Context: an optimization exercise on an open-source flow, tuned for small area, a short achievable clock period and few clock cycles per item. The choices shown serve that exercise and are no tape-out recipe.
Only simulation tests tie the RTL to the original design; equivalence was not proved.
Power and IR drop assume default switching activity.

run 1:
Design script_lexer_byte_stream_core, start of the top module:
module script_lexer_byte_stream_core #(
  parameter int OFFSET_BITS       = 16,
  parameter int MAX_COMMENT_DEPTH = 15
) (
  input  logic        clk,
  input  logic        rst_n,
  input  logic        in_valid,
  output logic        in_ready,
  input  logic [7:0]  in_ch,
  input  logic        in_end_of_source,
  output logic        out_valid,
  input  logic        out_ready,
  output logic [5:0]  out_kind,
  output logic [15:0] out_start_offset,
  output logic [15:0] out_length,
  output logic [15:0] out_line,
  output logic [62:0] out_int_value,
  output logic [2:0]  out_error_code,
  output logic        out_last,
  input  logic        cfg_we,
  input  logic [15:0] cfg_wdata
);
Size in the first run: ~1,700 cells after synthesis, ~210 flip-flops, about 150 I/O pins, about 14,000 um^2 of cells after synthesis.
clock: 9.0 ns
lec_check: 0
cap_margin: 20
core_margin: 2
core_utilization: 40
setup_slack_margin: 5
slew_margin: 20
run.sh (not shown) runs the stock make flow with config.mk's settings and CLKGATE_MAP_FILE= SYNTH_SCRIPT=/design/flow/synth_recipe.tcl, a recipe that flattens the netlist after the stock synthesis.
Testbench counts of run 1, summed over its fixed seeds: cycles 22,113, bytes 21,524.
Here is what was changed in the inputs of run 2 compared with run 1.
--- a/flow/design.v
+++ b/flow/design.v
@@ -258,51 +258,23 @@
   logic [14:0] len_hi_inc;
   logic [62:0] prod;
   logic        ovf_d;
   assign st = step_of(mode_r, r0_f);
   assign {consumed, s2, s1, s0} = st[4:1];
   assign k1 = {s0 && (s1 || s2), s0 ^ s1 ^ s2};
   assign len_hi_inc = len_r[15:1] + 15'd1;
   assign len_inc  = (len_r == 16'hFFFF) ? len_r :
                     len_r[0] ? {len_hi_inc, 1'b0} : {len_r[15:1], 1'b1};
   assign len_inc2 = (len_r[15:1] == 15'h7FFF) ? 16'hFFFF : {len_hi_inc, len_r[0]};
   assign pos_dec  = pos_r - 16'd1;
-  logic [2:0]  d_a;
-  logic [62:0] ax, ay, ag, ap, pg, pp;
-  assign d_a = r0_p[3] ? 3'd7 : r0_p[2:0];
-  assign ax  = {acc_r[59:0], d_a};
-  assign ay  = {acc_r[61:0], r0_p[3]};
-  always_comb begin
-    ag = ax & ay;
-    ap = ax ^ ay;
-    pg = ag;
-    pg[0] = ag[0] | (ap[0] & r0_p[3] & r0_p[0]);
-    pp = ap;
-    for (int l = 0; l < 6; l++) begin
-      for (int i = 0; i < 63; i++) begin
-        if (((i + 1) % (2 << l)) == 0) begin
-          pg[i] = pg[i] | (pp[i] & pg[i - (1 << l)]);
-          pp[i] = pp[i] & pp[i - (1 << l)];
-        end
-      end
-    end
-    for (int l = 4; l >= 0; l--) begin
-      for (int i = 0; i < 63; i++) begin
-        if ((((i + 1) % (2 << l)) == (1 << l)) && (i >= (2 << l))) begin
-          pg[i] = pg[i] | (pp[i] & pg[i - (1 << l)]);
-          pp[i] = pp[i] & pp[i - (1 << l)];
-        end
-      end
-    end
-  end
-  assign prod = ap ^ {pg[61:0], r0_p[3] & r0_p[0]};
+  assign prod     = {acc_r[59:0], 3'b000} + {acc_r[61:0], 1'b0} + {59'd0, r0_p[3:0]};
   assign ovf_d    = (acc_r > ACC_LIM) || ((acc_r == ACC_LIM) && r0_p[3]);
   always_comb begin
     mode_nxt  = mode_r;
     pend_nxt  = pend_r;
     depth_nxt = depth_r;
     new_lex   = 1'b0;
     len_up    = 1'b0;
     len_up2   = 1'b0;
     line_up   = 1'b0;
     acc_we    = 1'b0;
     acc_clr   = 1'b0;
@@ -318,23 +290,23 @@
       end
       M_LINE_C: begin
         if (r0_f[F_NL]) begin
           line_up  = 1'b1;
           mode_nxt = M_IDLE;
         end
       end
       M_BLOCK, M_BLOCK_STAR, M_BLOCK_SLASH: begin
         len_up = 1'b1;
         if (mode_r == M_BLOCK_STAR && r0_f[F_SLASH]) begin
           depth_nxt = (depth_r != 4'd0) ? depth_r - 4'd1 : depth_r;
-          mode_nxt  = (depth_r[3:1] == 3'd0) ? M_IDLE : M_BLOCK;
+          mode_nxt  = (depth_nxt == 4'd0) ? M_IDLE : M_BLOCK;
         end else if (mode_r == M_BLOCK_SLASH && r0_f[F_STAR]) begin
           depth_nxt = (depth_r != 4'(MAX_COMMENT_DEPTH)) ? depth_r + 4'd1 : depth_r;
           mode_nxt  = M_BLOCK;
         end else if (r0_f[F_NL]) begin
           line_up  = 1'b1;
           mode_nxt = M_BLOCK;
         end else if (r0_f[F_STAR]) begin
           mode_nxt = M_BLOCK_STAR;
         end else if (r0_f[F_SLASH]) begin
           mode_nxt = M_BLOCK_SLASH;
         end else begin
### Flow results
- Diff run 1 -> run 2: flip-flop and latch area roughly the same; number of buffers inserted during clock tree synthesis lower; via count of the first global-routing pass higher; clock tree cell share of total cell area roughly the same; maximum clock insertion buffer count roughly the same.
- Run 2 | stages: all done | timing, DRC, antenna: all pass
- Run 1 was carried through to the last stage, and its layout satisfied the timing, design-rule and antenna checks.
- Diff run 1 -> run 2: global-route usage climbed 1.8 points, worst hold path depth dropped 1, cell depth of the worst setup path dropped 3, fraction of layout cells with a size suffix above 1 dropped 1.2 points.
- Run 1 -> run 2: via-per-instance ratio increased by a few percent
Testbench counts of run 2, summed over its fixed seeds: cycles 22,113, bytes 21,524.

* * *

Setup of the previous run:
Another version of the RTL of script_lexer_byte_stream_core (not shown whole).
For scale: roughly 1600 cells after synthesis, roughly 230 flip-flops, roughly 150 I/O pins, roughly 14000 um2 of cells after synthesis.
clock: 9.0 ns
lec_check: 0
cap_margin: 20
core_margin: 2
core_utilization: 55
cts_cluster_diameter: 100
cts_cluster_size: 25
setup_slack_margin: 5
slew_margin: 20
standard.sh (not shown) runs the stock make flow with config.mk's settings and CLKGATE_MAP_FILE= SYNTH_SCRIPT=/design/flow/synth_recipe.tcl, a recipe that flattens the netlist after the stock synthesis.
==> flow/flow/run.sh <==
#!/bin/bash
# Layout flow: the standard flow (standard.sh, all ORFS steps to finish) with one change:
# the buffers that ORFS puts on every input and output port are the smallest buffer cell,
# sky130_fd_sc_hd__buf_1, instead of the cell ORFS picks by default (a 10 um2 delay buffer).
# Timing repair still upsizes any of them that a path needs. make's output goes to
# standard.log in this folder; ORFS keeps each step's log under orfs/logs/.
set -euo pipefail
cd "$(dirname "$0")/.."
bash standard.sh "BUFFER_PORTS_ARGS=-buffer_cell sky130_fd_sc_hd__buf_1" finish > standard.log 2>&1
The previous run | stages: all done | timing, DRC, antenna: all pass
Testbench counts of the previous run, summed over its fixed seeds: cycles 22,098, bytes 21,524.
[inputs] the current run vs the previous run
diff --git a/flow/design.v b/flow/design.v
--- a/flow/design.v
+++ b/flow/design.v
@@ -64,23 +64,23 @@
   logic [5:0]  o_kind;
   logic [2:0]  o_err;
   logic take_o, b_cons, src_done, val_taken, d_free, a_adv, eos_in, take, r0_ld, busy;
   assign take_o    = o_valid && out_ready;
   assign b_cons    = (o_empty && (!pnd_r || take_o)) || (take_o && o_step_last && !fl_r);
   assign src_done  = take_o && o_src_last;
   assign val_taken = take_o && o_is_val;
   assign d_free    = !d_v || (b_cons && !d_e) || src_done;
   assign a_adv     = r0_v && d_free;
   assign busy      = r0_v || r1_v || d_v;
   assign eos_in    = (r0_v && r0_e) || (r1_v && r1_e) || (d_v && d_e);
-  assign in_ready  = !r1_v && !eos_in;
+  assign in_ready  = !r1_v && (!eos_in || (o_valid && o_src_last && out_ready));
   assign take      = in_valid && in_ready;
   assign r0_ld     = !r0_v || a_adv;
   logic [7:0]  nc;
   logic [12:0] nf;
   logic [5:0]  np;
   assign nc = r1_v ? r1_c : in_ch;
   always_comb begin
     nf = 13'd0;
     np = {2'b00, nc[3:0]};
     if ((nc >= 8'h30) && (nc <= 8'h39)) nf[F_DIG] = 1'b1;
     else if (((nc >= 8'h61) && (nc <= 8'h7A)) || ((nc >= 8'h41) && (nc <= 8'h5A)) ||
Findings:
Summary of the current run over the previous run: area after synthesis saw an increase, core outline area saw an increase, routed via count saw an increase, half-perimeter wire length after placement saw an increase, detailed-routing iteration count for the pre-antenna-repair pass saw a decrease. The current run finished every step from synthesis to the final layout, and the layout passed the timing, design-rule and antenna checks. Taking the previous run as the reference, in the current run x dimension of the die higher; post-synthesis to final-layout area growth lost 0.39 points; cell internal power dissipation went up. Post-route cell area, the current run and the previous run: larger value in the current run. The previous run → the current run: final core utilization now larger; synthesized-area fraction occupied by and/or/nand/nor cells now smaller. Power: the current run draws more than the previous run.
Testbench counts of the current run, summed over its fixed seeds: cycles 21,978, bytes 21,524.

-- afterwards: timing with drivers on the ports --
The results above use ideal ports. As a check the final layouts listed here were re-extracted and re-timed, cells and wires unchanged.
Step 1 sets driving cells, clkbuf_16 on the clock port and buf_2 on the other inputs (assumed; they add their load-dependent delay and slew).
Step 2 times the ports against the registers' clock, not the clock port: input delays grow and output delays shrink by t, the midpoint of the rising clock arrivals with the driver on.
Three values: no drivers, after step 1, after step 2; two values: the first two.
run	shift t [ns]	slack for setup (ns)	latest minus earliest clock arrival (ns)	worst register clock-pin slew, ns	cell pins on the clock port's net
run 1	0.603	5.003 / 5.007 / 4.403	0.016 / 0.017	0.06 / 0.06	1
run 2	0.587	4.684 / 4.678 / 4.092	0.012 / 0.013	0.06 / 0.06	1
the previous run	0.530	4.986 / 4.986 / 4.674	0.030 / 0.030	0.11 / 0.11	1
the current run	0.540	4.827 / 4.780 / 4.515	0.013 / 0.014	0.10 / 0.10	1
After both steps setup and hold are still met in every run listed. For run 1, which loses most, drivers alone change the setup slack by +0.004 ns; drivers and shift together by -0.600 ns.
